This design comes from an exercise in tuning for small area on the open sky130 flow, not from production work.
Only simulation tests tie the RTL to the original design; equivalence was not proved.
No activity file was given, so power comes from the tool's default toggle rates.

## flow/design.v

```verilog
module decode_stage #(
    parameter int XLEN = 64,
    parameter int NREG = 32,
    parameter int RW   = $clog2(NREG)
) (
    input  logic            clk,
    input  logic            rst,
    input  logic            if_valid,
    input  logic [31:0]     ix,
    input  logic [XLEN-1:0] pc_in,
    input  logic            flush,
    input  logic            wb_we,
    input  logic [4:0]      wb_wa,
    input  logic [XLEN-1:0] wb_wd,
    output logic            stall,
    output logic            ex_valid,
    output logic            regWrite,
    output logic            memToReg,
    output logic            branch,
    output logic            jump,
    output logic            memRead,
    output logic            memWrite,
    output logic            aluSrc,
    output logic [1:0]      aluOp,
    output logic [XLEN-1:0] rd1,
    output logic [XLEN-1:0] rd2,
    output logic [XLEN-1:0] imm,
    output logic [XLEN-1:0] pc,
    output logic            funct7_5,
    output logic [2:0]      funct3,
    output logic [4:0]      wa,
    output logic [4:0]      rs1,
    output logic [4:0]      rs2,
    output logic            illegal
);
    localparam logic [6:0] OP_R      = 7'b0110011;
    localparam logic [6:0] OP_IMM    = 7'b0010011;
    localparam logic [6:0] OP_LOAD   = 7'b0000011;
    localparam logic [6:0] OP_STORE  = 7'b0100011;
    localparam logic [6:0] OP_BRANCH = 7'b1100011;
    localparam logic [6:0] OP_JAL    = 7'b1101111;
    localparam logic [6:0] OP_JALR   = 7'b1100111;
    localparam logic [6:0] OP_LUI    = 7'b0110111;
    localparam logic [6:0] OP_AUIPC  = 7'b0010111;
    logic [XLEN-1:0] rf_q [NREG];
    assign rf_q[0] = '0;
    generate
        for (genvar gi = 1; gi < NREG; gi++) begin : g_row
            logic sel_w, sel_h;
            assign sel_w = rst && wb_we && (wb_wa == 5'(gi));
            assign sel_h = rst && !(wb_we && (wb_wa == 5'(gi)));
            for (genvar gb = 0; gb < XLEN; gb++) begin : g_bit
                rf_bit u_bit (.clk(clk), .sel_w(sel_w), .sel_h(sel_h), .d(wb_wd[gb]),
                              .q(rf_q[gi][gb]));
            end
        end
    endgenerate
    logic [NREG-1:1] dec1, dec2;
    always_comb begin
        for (int i = 1; i < NREG; i++) begin
            dec1[i] = rs1 == 5'(i);
            dec2[i] = rs2 == 5'(i);
        end
    end
    generate
        for (genvar gb = 0; gb < XLEN; gb++) begin : g_rd
            logic [NREG-1:1] col;
            for (genvar gi = 1; gi < NREG; gi++) begin : g_col
                assign col[gi] = rf_q[gi][gb];
            end
            rd_bit #(.N(NREG-1)) u_rd1 (.sel(dec1), .d(col), .y(rd1[gb]));
            rd_bit #(.N(NREG-1)) u_rd2 (.sel(dec2), .d(col), .y(rd2[gb]));
        end
    endgenerate
    logic is_r, is_i, is_ld, is_st, is_br, is_jal, is_jalr, is_u, known_op;
    assign is_r    = ix[6:0] == OP_R;
    assign is_i    = ix[6:0] == OP_IMM;
    assign is_ld   = ix[6:0] == OP_LOAD;
    assign is_st   = ix[6:0] == OP_STORE;
    assign is_br   = ix[6:0] == OP_BRANCH;
    assign is_jal  = ix[6:0] == OP_JAL;
    assign is_jalr = ix[6:0] == OP_JALR;
    assign is_u    = (ix[6:0] == OP_LUI) || (ix[6:0] == OP_AUIPC);
    assign known_op = is_r || is_i || is_ld || is_st || is_br || is_jal || is_jalr || is_u;
    logic use_rs1, use_rs2;
    assign use_rs1 = is_r || is_i || is_ld || is_st || is_br || is_jalr;
    assign use_rs2 = is_r || is_st || is_br;
    assign stall = if_valid && !flush && ex_valid && memRead && (wa != 5'd0) &&
                   ((use_rs1 && (ix[19:15] == wa)) || (use_rs2 && (ix[24:20] == wa)));
    logic load;
    assign load = rst && if_valid && !flush && !stall;
    always_ff @(posedge clk) begin
        ex_valid <= load;
        regWrite <= load && (is_r || is_i || is_ld || is_jal || is_jalr || is_u);
        memRead  <= load && is_ld;
        branch   <= load && is_br;
        jump     <= load && (is_jal || is_jalr);
        memWrite <= load && is_st;
        aluSrc   <= load && (is_i || is_ld || is_st || is_jalr || is_u);
        aluOp[1] <= load && (is_r || is_i);
        aluOp[0] <= load && (is_br || is_i);
        illegal  <= load && !known_op;
    end
    assign memToReg = memRead;
    logic [29:25] ix_hi;
    logic         sgn, f_i, f_u, f_j;
    always_ff @(posedge clk) begin
        pc       <= pc_in;
        funct7_5 <= ix[30];
        funct3   <= ix[14:12];
        wa       <= ix[11:7];
        rs1      <= ix[19:15];
        rs2      <= ix[24:20];
        ix_hi    <= ix[29:25];
        sgn      <= ix[31] && (is_i || is_ld || is_st || is_br || is_jal || is_jalr || is_u);
        f_i      <= is_i || is_ld || is_jalr;
        f_u      <= is_u;
        f_j      <= is_jal;
    end
    logic f_s, f_b;
    assign f_s = memWrite;
    assign f_b = branch;
    logic [30:7] r;
    assign r = {funct7_5, ix_hi, rs2, rs1, funct3, wa};
    always_comb begin
        imm = {XLEN{sgn}};
        imm[0]     = (f_i && r[20]) || (f_s && r[7]);
        imm[4:1]   = ({4{f_i || f_j}} & r[24:21]) | ({4{f_s || f_b}} & r[11:8]);
        imm[10:5]  = {6{f_i || f_s || f_b || f_j}} & r[30:25];
        imm[11]    = ((f_i || f_s) && sgn) || (f_b && r[7]) || (f_j && r[20]);
        imm[19:12] = (f_u || f_j) ? r[19:12] : {8{sgn}};
        imm[30:20] = f_u ? r[30:20] : {11{sgn}};
    end
endmodule
module rf_bit (
    input  logic clk,
    input  logic sel_w,
    input  logic sel_h,
    input  logic d,
    output logic q
);
    always_ff @(posedge clk) q <= (sel_w && d) || (sel_h && q);
endmodule
module rd_bit #(
    parameter int N = 31
) (
    input  logic [N-1:0] sel,
    input  logic [N-1:0] d,
    output logic         y
);
    logic [9:0] g_n;
    for (genvar g = 0; g < 10; g++) begin : g_grp
        rd_grp3 u_grp (.sel(sel[3*g +: 3]), .d(d[3*g +: 3]), .y_n(g_n[g]));
    end
    rd_comb u_comb (.g_n(g_n), .sel(sel[30]), .d(d[30]), .y(y));
endmodule
module rd_grp3 (
    input  logic [2:0] sel,
    input  logic [2:0] d,
    output logic       y_n
);
    assign y_n = !(|(sel & d));
endmodule
module rd_comb (
    input  logic [9:0] g_n,
    input  logic       sel,
    input  logic       d,
    output logic       y
);
    assign y = !(&g_n) || (sel && d);
endmodule
```

## flow/run.sh

```bash
#!/bin/bash
# synth_recipe.tcl (not shown) runs the flow's synth.tcl, then flattens the netlist and writes it again
# the make line also repeats each setting of config.mk as NAME=value (left out here)
make -C /OpenROAD-flow-scripts/flow DESIGN_CONFIG=/design/flow/config.mk WORK_HOME=/design/flow/orfs CLKGATE_MAP_FILE= SYNTH_SCRIPT=/design/flow/synth_recipe.tcl finish
```

## flow/config.mk

```make
export PLATFORM = sky130hd
export DESIGN_NAME = decode_stage
export DESIGN_NICKNAME = decode_stage
export VERILOG_FILES = /design/flow/design.v
export SDC_FILE = /design/flow/constraint.sdc
export NUM_CORES = 4
export LEC_CHECK = 0
export CAP_MARGIN = 20
export CORE_MARGIN = 2
export CORE_UTILIZATION = 40
export SLEW_MARGIN = 20
export SYNTH_HIERARCHICAL = 1
```

## flow/constraint.sdc

```tcl
create_clock -name core_clock -period 6.0 [get_ports {clk}]
set_input_delay 1.2000 -clock core_clock [delete_from_list [all_inputs] [get_ports {clk}]]
set_output_delay 1.2000 -clock core_clock [all_outputs]
set_load 0.01 [all_outputs]
```

==> results of run 1 <==
-- power breakdown --
| part | switching (mW) | internal [mW] |
|---|---|---|
| Clock | 6.02 | 8.33 |
| Sequential | 0.0995 | 14.0 |
| Combinational | 1.23 | 0.373 |
-- worst min path at each step --
stage / startpoint / cells past startpoint / endpoint / slack, ps
CTS: g_row[8].g_bit[40].u_bit.q / 1 / g_row[8].g_bit[40].u_bit.q / 500
detailed placement: g_row[22].g_bit[3].u_bit.q / 1 / g_row[22].g_bit[3].u_bit.q / 480
floorplan: g_row[10].g_bit[0].u_bit.q / 1 / g_row[10].g_bit[0].u_bit.q / 460
global placement: g_row[28].g_bit[54].u_bit.q / 1 / g_row[28].g_bit[54].u_bit.q / 470
global route: g_row[2].g_bit[44].u_bit.q / 1 / g_row[2].g_bit[44].u_bit.q / 500
finish: g_row[20].g_bit[58].u_bit.q / 1 / g_row[20].g_bit[58].u_bit.q / 490
-- critical path, delay by kind of cell (launching register included) --
kind	cells	cell delay, ps
buffers and inverters	2	1310
AO/OA/AOI/OAI	2	540
AND/OR/NAND/NOR	3	1520
flip-flops	1	430
-- final cells by class --
cell class | instances | area [um^2]
Sequential cell | 2086 | 41760
Fill cell | 16800 | 96650
Tap cell | 2526 | 3161
Timing Repair Buffer | 731 | 7097
Clock buffer | 329 | 6454
Multi-Input combinational cell | 4079 | 36320
Inverter | 2 | 7.507
Antenna cell | 12 | 30.03
Clock inverter | 78 | 1100
-- per-layer routing --
layer | track usage | up-vias
met5 | 0.002198 | -
met4 | 0.2683 | 18
met3 | 0.1266 | 1963
met2 | 0.5458 | 7609
met1 | 0.4717 | 38720
li1 | - | 30940
-- per-module statistics from Yosys (local to each module, per instance), a selection --
| module | cell area (um^2) | flip-flops and latches |
|---|---|---|
| rd_comb | 27.53 | 0 |
| rd_grp3 | 10.01 | 0 |
| decode_stage | 4049 | 102 |
| rf_bit | 28.78 | 1 |
-- per-stage QoR --
| stage | util | hold WS [ps] |
|---|---|---|
| 2_1_floorplan | - | 459.9 |
| 3_3_place_gp | 0.4592 | 472.1 |
| 3_5_place_dp | 0.4588 | 475.4 |
| 4_1_cts | 0.4981 | 496.2 |
| 5_1_grt | 0.4980 | 504.9 |
| 6_report | 0.4981 | 494.5 |
-- flip-flops by register name (all words and copies together) (netlist names), 2 cells and up --
register / count
aluOp: 2
funct3: 3
g_row.g_bit.u_bit.q: 1984
ix_hi: 5
pc: 64
rs1: 5
rs2: 5
wa: 5
-- cells in the mapped netlist (all sizes together), types with 10 or more instances --
cell type	instances	share of area
dfxtp	2086	0.54
a22o	1989	0.22
a222oi	1280	0.17
nand4	261	0.021
nand2	181	0.0088
a2111o	128	0.019
nor2	107	0.0052
buf	37	0.0036
clkbuf	24	0.0012
o21a	21	0.0020
nor2b	13	0.0010
o21ai	13	0.00084
a21boi	11	0.0011
nand2b	10	0.00081
nand3	10	0.00065
xnor2	10	0.0011
-- logic make-up (layout without fill, tap and decap cells) --
group,after synthesis,in the layout,share of synthesized area
compound gates,3452,3452,0.4138
xor+xnor,10,10,0.001130
buf+inv,63,1140,0.004812
flops,2086,2086,0.5390
other cells,0,12,0
simple gates,617,617,0.04124
==> results.cfg, run 1 <==
[run_status]
status = no timing/DRC/antenna violations

[finish]
post_route_cells_drive_above_1_share = 0.1114
final_common_cell = dfxtp_1
stdcell_count = 9843
nets = 7288
layout_common_cells = dfxtp_1 (2086), a22o_1 (1989), a222oi_1 (1280), clkdlybuf4s50_1 (409), nand4_1 (261)
area_delta_synth_final_pct = 23.81
final_area_mm2 = 0.09593

[worst_setup_path]
critPathRequiredTime_ps = 4800
r2r_cells = 6
worstSetupPathType = register to output pin
slowest_stage = nor2_4
rrSetupSlack_ps = 4330
slowest_delay_ps = 800
crit_fanout = 33
reg2reg_from = wa[1]
path_cells = nand2_1 > nor2_4 > buf_4 > a222oi_1 > nand4_1 > a2111o_1 > clkdlybuf4s50_1
endpoint = rd2[43]
r2r_end = aluOp[0]
arrival_ps = 4720
startpoint_type = register
worst_setup_path_end_kind = output pin
cp-startpoint = rs2[3]

[placed_design]
place_inst = 9419
place_congestion = 0.9516
place_ws_ps = 1092
hpwl_um = 225800
place_area_mm2 = 0.08836
port_buffers = 456

[power]
p_per_area_mw_per_mm2 = 313.0
ir_worst_vdd_v = 0.0003475
power_mw = 30.03
leakage_nw = 35.43

[logic_synthesis]
syn_nets = 6398
ys_warn_count = 10
synth-edff-count = 0
yosysSeqAreaShare = 0.5390
async_flop_share = 0
synth_cell_types = 43
ys.flop_type = dfxtp_1
postSynthAreaPerCell_um2 = 12.44
synthesis.instances = 6228
syn-cell-area_mm2 = 0.07748
ys_ff_latch = 2086

[detailed_routing]
route.met3.wl_um = 59360
m1WireLength_um = 140600
wl_per_cell_um = 40.18
top_layer = met5
num_vias = 79260
drc = 0
dr_wl_met2_um = 162800
ant_nets = 0
dr.pass1.iters = 14
vias_per_cell = 8.052
totalWireLength_um = 395500
first_iter_violations = 18190

[die]
io_pins = 457
dieArea_mm2 = 0.1972
core-area_mm2 = 0.1926
row_count = 161
die_h_um = 444.1
die_w_um = 444.1
initial_utilization = 0.4023

[timing]
final.setup.tns_ps = 0
tightest_slew_ps = 1319
setup_violations = 0
hold_viol = 0
rsz0062_at_grt = false
slew_viol_final = 0
max_freq_mhz = 168.9
finalCritPeriodShare = 0.9870
layout_setup_ws_ps = 77.84
fin_skew_ps = 3.149
period_minus_slack_ps = 5922
maxSlewHeadroom = 0.1204

[clock_tree]
cts_buffers = 218
cts.sinks = 2086
cts_tree = yes
postCtsSetupRepairBufs = 0
ctsRootBufferMaster = clkbuf_16
cts_hold_buf = 0
post_cts_resized = 0
clock_latency_ps = 880
htreeDepth = 4
ctsLongestPathBuffers = 3
clk_pin_slew_worst_paths_ps = 60

[grt]
grt.overflow.total = 0
grt_max_degree = 65
track_usage = 0.3781
grt_pass1_vias = 75870
antenna_found_initial = 16
grt_pass1_wl_um = 551000

[run]
cap_violations = 0

[min_path]
min_path_type = register to register
==> run 2: changes to the inputs <==
==> flow/flow/run.sh (new file) <==
#!/bin/bash
# Standard ORFS layout with smaller port buffers and no CTS dummy loads.
set -euo pipefail
export BUFFER_PORTS_ARGS="-buffer_cell sky130_fd_sc_hd__buf_1"
export CTS_ARGS="-sink_clustering_enable -repair_clock_nets -dont_use_dummy_load"
bash standard.sh > orfs_make.log 2>&1
==> flow/standard.sh (new file) <==
#!/bin/bash
# synth_recipe.tcl (not shown) runs the flow's synth.tcl, then flattens the netlist and writes it again
# the make line also repeats each setting of config.mk as NAME=value (left out here)
make -C /OpenROAD-flow-scripts/flow DESIGN_CONFIG=/design/flow/config.mk WORK_HOME=/design/flow/orfs CLKGATE_MAP_FILE= SYNTH_SCRIPT=/design/flow/synth_recipe.tcl "${@:-finish}"
removed: flow/run.sh
==> results.cfg, run 2 <==
[power]
pwr-share-comb = 0.058
p_sw_mw = 6.719
clkPwrFrac = 0.424
p_per_area_mw_per_mm2 = 296.1
swShare = 0.2472
power_mw = 27.18
leakage_nw = 33.59
internal_power_mw = 20.46
ir_worst_vdd_v = 0.0003410
seqPwrFrac = 0.518

[finish]
multi_input_area_mm2 = 0.03632
largest_reg_flops = 1984
post_route_cells_drive_above_1_share = 0.09608
final_common_cell = dfxtp_1
nets = 7343
area_delta_synth_final_pct = 18.51
stdcell_count = 9706
num-fill-cells = 17230
register_area_mm2 = 0.04176
layout_common_cells = dfxtp_1 (2085), a22o_1 (1989), a222oi_1 (1280), buf_1 (455), nand4_1 (261)
final_area_mm2 = 0.09182
reg_top3 = g_row.g_bit.u_bit.q x1984, pc x64
post-route-util = 0.4768
regMostFlops = g_row.g_bit.u_bit.q

[detailed_routing]
wl_per_cell_um = 42.45
drc = 0
vias_per_cell = 8.273
dr.pass1.iters = 17
ant_nets = 0
totalWireLength_um = 412100
num_vias = 80300
first_iter_violations = 19270

[logic_synthesis]
ys_top_cells_by_area = dfxtp_1 (54%), a22o_1 (22%), a222oi_1 (17%)
ys.flop_type = dfxtp_1
postSynthAreaPerCell_um2 = 12.44
ys_ff_latch = 2086
synth-adder-area-share = 0
yosysSeqAreaShare = 0.5390
synth_compound_area_frac = 0.4138
synth_xor_xnor_area_share = 0.001130
synth_cell_types = 43
yosys.area.top_type = dfxtp_1
synth_top_family_by_area = compound AO/OA/AOI/OAI gates
synth_simple_gate_area_frac = 0.04124
ys_warn_count = 10
netlist.area_leader.share = 0.5390
syn-cell-area_mm2 = 0.07748
synthTopCellsByCount = dfxtp_1 (2086), a22o_1 (1989), a222oi_1 (1280)
syn_nets = 6398
synthMuxAreaShare = 0
synthesis.instances = 6228
async_flop_share = 0
synth-edff-count = 0
yosysMostFrequentCell = dfxtp_1

[clock_tree]
cts.sinks = 2086
clk_pin_slew_worst_paths_ps = 60
cts_tree = yes
htreeDepth = 4
post_cts_resized = 0
cts_hold_buf = 0
ctsRootBufferMaster = clkbuf_16
clock_latency_ps = 850
postCtsSetupRepairBufs = 0
cts_buffers = 214
ctsLongestPathBuffers = 3

[placed_design]
place_area_mm2 = 0.08631
place_ws_ps = 1378
place_inst = 9478
port_buffers = 456
hpwl_um = 233700
place_congestion = 0.9374

[timing]
slew_viol_final = 0
rsz0062_at_grt = false
final.setup.tns_ps = 0
fin_skew_ps = 36.21
max_freq_mhz = 174.0
finalCritPeriodShare = 0.9580
holdWs_ps = 420.7
period_minus_slack_ps = 5748
setup_violations = 0
hold_viol = 0
layout_setup_ws_ps = 251.8
maxSlewHeadroom = 0.1464
tightest_slew_ps = 1280

[grt]
grt.overflow.total = 0
antenna_found_initial = 18
grt_max_degree = 65
grt_pass1_vias = 76560
track_usage = 0.3945
grt_pass1_wl_um = 571400

[worst_setup_path]
worstSetupPathType = register to output pin
arrival_ps = 4550
crit_fanout = 25
worst_setup_path_end_kind = output pin
startpoint_type = register
critPathRequiredTime_ps = 4800

[die]
initial_utilization = 0.4023
row_count = 161
die_w_um = 444.1
core-area_mm2 = 0.1926
io_pins = 457
die_h_um = 444.1
dieArea_mm2 = 0.1972

[run_status]
status = no timing/DRC/antenna violations

[min_path]
min_path_type = primary input to register

[run]
cap_violations = 0
==> run 2: cell counts after synthesis <==
No cell type changed its count.
==> run 2: path summary, 6_finish.rpt <==
check	startpoint	end	slack, ps	cells after the start
worst min-delay path	pc_in[59]	pc[59]	420	1
worst min register to register	g_row[29].g_bit[62].u_bit.q	g_row[29].g_bit[62].u_bit.q	490	1
worst max-delay path	rs2[2]	rd2[23]	250	7
worst max register to register	wa[2]	aluOp[0]	4250	5
==> run 2: critical path, stage by stage (launching register included) <==
cell      delay (ps)
dfxtp_1          360
nand2b_1         580
nor2_4          1110
buf_4            660
a222oi_1         180
nand4_1          190
a2111o_1         360
buf_1            210
==> run 2: kinds of logic after synthesis <==
group | after synthesis
AOI/OAI and AO/OA | 3452
xor gates and xnor gates | 10
buffers and inverters | 63
DFF | 2086
and+or+nand+nor | 617
==> run 2: final cells by class <==
cell class              count  share of cell area
diodes                      9           0.0002453
multi-input cells        4079              0.3955
flip-flops and latches   2086              0.4548
well taps                2526             0.03442
clock buffers             214             0.05832
inverters                   2          0.00008176
repair buffers            790             0.05659
==> run 2: routing by layer <==
metal | wire length, um | track usage
met5 | 201 | 0.004884
met3 | 69030 | 0.1641
met1 | 143900 | 0.4879
met4 | 33790 | 0.2694
met2 | 165100 | 0.5549
==> run 2: power by group through the flow <==
| stage | Combinational [mW] | Clock, mW | Sequential [mW] |
|---|---|---|---|
| after global placement | 1.44 | 0 | 14.4 |
| after CTS | 1.45 | 11.6 | 14.1 |
| after detailed placement | 1.45 | 0 | 14.4 |
| final | 1.57 | 11.5 | 14.1 |
| after global routing | 1.54 | 12.1 | 14.1 |
| after floorplan | 0.436 | 0 | 14.4 |
==> run 2: modules after synthesis, one instance, submodules excluded, a selection <==
module,cells,times used
rd_comb,4,128
rd_grp3,1,1280
rf_bit,2,1984
decode_stage,468,1
==> run 3: changes to the inputs <==
==> flow/flow/run.sh (replaced) <==
#!/bin/bash
# Standard ORFS layout with smaller port buffers and a leaner clock tree.
set -euo pipefail
export BUFFER_PORTS_ARGS="-buffer_cell sky130_fd_sc_hd__buf_1"
export CTS_ARGS="-sink_clustering_enable -repair_clock_nets -buf_list sky130_fd_sc_hd__clkbuf_16 -sink_clustering_size 20 -sink_clustering_max_diameter 50 -dont_use_dummy_load"
bash standard.sh > orfs_make.log 2>&1
==> results.cfg, run 3 <==
[clock_tree]
clock_latency_ps = 820
ctsRootBufferMaster = clkbuf_16
clk_pin_slew_worst_paths_ps = 80
cts.sinks = 2086
post_cts_resized = 0
ctsLongestPathBuffers = 3
postCtsSetupRepairBufs = 0
cts_hold_buf = 0
cts_buffers = 195
htreeDepth = 4
cts_tree = yes

[finish]
area_delta_synth_final_pct = 17.83
register_area_mm2 = 0.04176
multi_input_area_mm2 = 0.03632
final_common_cell = dfxtp_1
num-fill-cells = 17300
reg_top3 = g_row.g_bit.u_bit.q x1984, pc x64
largest_reg_flops = 1984
post-route-util = 0.4741
stdcell_count = 9686
nets = 7322
regMostFlops = g_row.g_bit.u_bit.q
post_route_cells_drive_above_1_share = 0.09343
layout_common_cells = dfxtp_1 (2085), a22o_1 (1989), a222oi_1 (1280), buf_1 (455), nand4_1 (261)
final_area_mm2 = 0.09129

[grt]
grt_max_degree = 65
grt_pass1_vias = 76120
grt.overflow.total = 0
antenna_found_initial = 23
track_usage = 0.3938
grt_pass1_wl_um = 570200

[timing]
rsz0062_at_grt = false
period_minus_slack_ps = 5683
tightest_slew_ps = 1286
maxSlewHeadroom = 0.1404
slew_viol_final = 0
max_freq_mhz = 175.9
finalCritPeriodShare = 0.9472
final.setup.tns_ps = 0
layout_setup_ws_ps = 316.5
holdWs_ps = 413.4
setup_violations = 0
fin_skew_ps = 31.69
hold_viol = 0

[die]
row_count = 161
io_pins = 457
die_w_um = 444.1
core-area_mm2 = 0.1926
die_h_um = 444.1
dieArea_mm2 = 0.1972
initial_utilization = 0.4023

[power]
swShare = 0.2487
p_sw_mw = 6.594
ir_worst_vdd_v = 0.0003373
internal_power_mw = 19.92
leakage_nw = 33.33
p_per_area_mw_per_mm2 = 290.5
seqPwrFrac = 0.531
clkPwrFrac = 0.410
power_mw = 26.52
pwr-share-comb = 0.059

[worst_setup_path]
r2r_cells = 5
arrival_ps = 4480
worst_setup_path_end_kind = output pin
critPathRequiredTime_ps = 4800
worstSetupPathType = register to output pin
startpoint_type = register
crit_fanout = 25

[detailed_routing]
first_iter_violations = 19400
totalWireLength_um = 411700
ant_nets = 0
wl_per_cell_um = 42.50
num_vias = 80320
dr.pass1.iters = 14
vias_per_cell = 8.292
drc = 0

[min_path]
min_path_type = primary input to register
hold_path_depth = 1

[logic_synthesis]
ys_ff_latch = 2086
synth_cell_types = 43
yosysSeqAreaShare = 0.5390
syn_nets = 6398
synth-edff-count = 0
async_flop_share = 0
netlist.area_leader.share = 0.5390
synthesis.instances = 6228
ys_top_cells_by_area = dfxtp_1 (54%), a22o_1 (22%), a222oi_1 (17%)
postSynthAreaPerCell_um2 = 12.44
ys.flop_type = dfxtp_1
yosys.area.top_type = dfxtp_1
ys_warn_count = 10
yosysMostFrequentCell = dfxtp_1
synthTopCellsByCount = dfxtp_1 (2086), a22o_1 (1989), a222oi_1 (1280)
syn-cell-area_mm2 = 0.07748

[placed_design]
hpwl_um = 233700
place_inst = 9478
place_congestion = 0.9374
port_buffers = 456
place_area_mm2 = 0.08631
place_ws_ps = 1378

[run]
cap_violations = 0

[run_status]
status = no timing/DRC/antenna violations
-- run 3: cell types whose count changed in the layout (fill, tap and decap cells not counted) --
cell / previous run / this run
clkbuf_16: 214 / 195
buf_16: 5 / 3
diode_2: 9 / 10
-- run 3: path summary, 6_finish.rpt --
kind	from	endpoint	slack [ps]
worst max-delay path	rs2[3]	rd2[22]	320
worst min-delay path	pc_in[18]	pc[18]	410
worst max register to register	wa[1]	aluOp[0]	4300
worst min register to register	g_row[8].g_bit[34].u_bit.q	g_row[8].g_bit[34].u_bit.q	500
-- run 3: area by class of cell --
type                    count  share of cell area
flip-flops and latches   2086              0.4574
multi-input cells        4079              0.3978
repair buffers            788             0.05631
clock buffers             195             0.05345
well taps                2526             0.03462
diodes                     10           0.0002741
inverters                   2          0.00008223
-- run 3: power by group through the flow --
stage / Sequential, mW / Clock [mW] / Combinational [mW]
after floorplan: 14.4 / 0 / 0.436
after global routing: 14.1 / 11.4 / 1.53
after CTS: 14.1 / 10.9 / 1.45
final: 14.1 / 10.9 / 1.57
after detailed placement: 14.4 / 0 / 1.45
after global placement: 14.4 / 0 / 1.44
-- run 3: routing by layer --
| layer | track usage | wire length [um] | vias to the layer above |
|---|---|---|---|
| met2 | 0.5580 | 165100 | 8054 |
| li1 | - | - | 30820 |
| met5 | 0.002442 | 202 | - |
| met1 | 0.4903 | 144800 | 39160 |
| met3 | 0.1587 | 67940 | 2264 |
| met4 | 0.2606 | 33710 | 28 |
-- run 3: kinds of logic after synthesis --
group,Yosys count,share of synthesized area
XOR/XNOR,10,0.001130
AND/OR/NAND/NOR,617,0.04124
AO/OA/AOI/OAI,3452,0.4138
flip-flops,2086,0.5390
buffers and inverters,63,0.004812
-- run 3: per-module statistics from Yosys, one instance, submodules excluded, a selection --
| module | area (um^2) | cells | flip-flops and latches |
|---|---|---|---|
| decode_stage | 4049 | 468 | 102 |
| rf_bit | 28.78 | 2 | 1 |
| rd_comb | 27.53 | 4 | 0 |
| rd_grp3 | 10.01 | 1 | 0 |
-- run 3: worst max-delay path, stage by stage (launching register included) --
cell      delay (ps)
dfxtp_1          420
nand2b_1         520
nor2_4          1110
buf_4            650
a222oi_1         160
nand4_1          420
a2111o_1         200
buf_1            160

==> re-timing with driven ports <==
The results above use ideal ports. As a check the final layouts listed here were re-extracted and re-timed, cells and wires unchanged. Step 1 assumes that a clkbuf_16 drives the clock port and a buf_2 every other input. Step 2 moves the port delays by t, midway between the first and last clock arrival at a register: inputs arrive t later, outputs are due t later. That takes back most of the time a late clock gives input paths. a / b / c = no drivers / after step 1 / after step 2; a / b = the first two.
run	t, ns	slack for setup (ns)	clock arrival spread, ns	worst register clock-pin slew, ns	worst slew at a driven data input, ns
run 1	0.960	0.078 / -0.011 / 0.949	0.044 / 0.044	0.07 / 0.07	0.18
run 2	0.932	0.252 / 0.161 / 1.093	0.081 / 0.081	0.07 / 0.07	0.22
run 3	0.923	0.317 / 0.225 / 1.148	0.100 / 0.100	0.09 / 0.09	0.20
After both steps setup and hold are still met in every run listed.
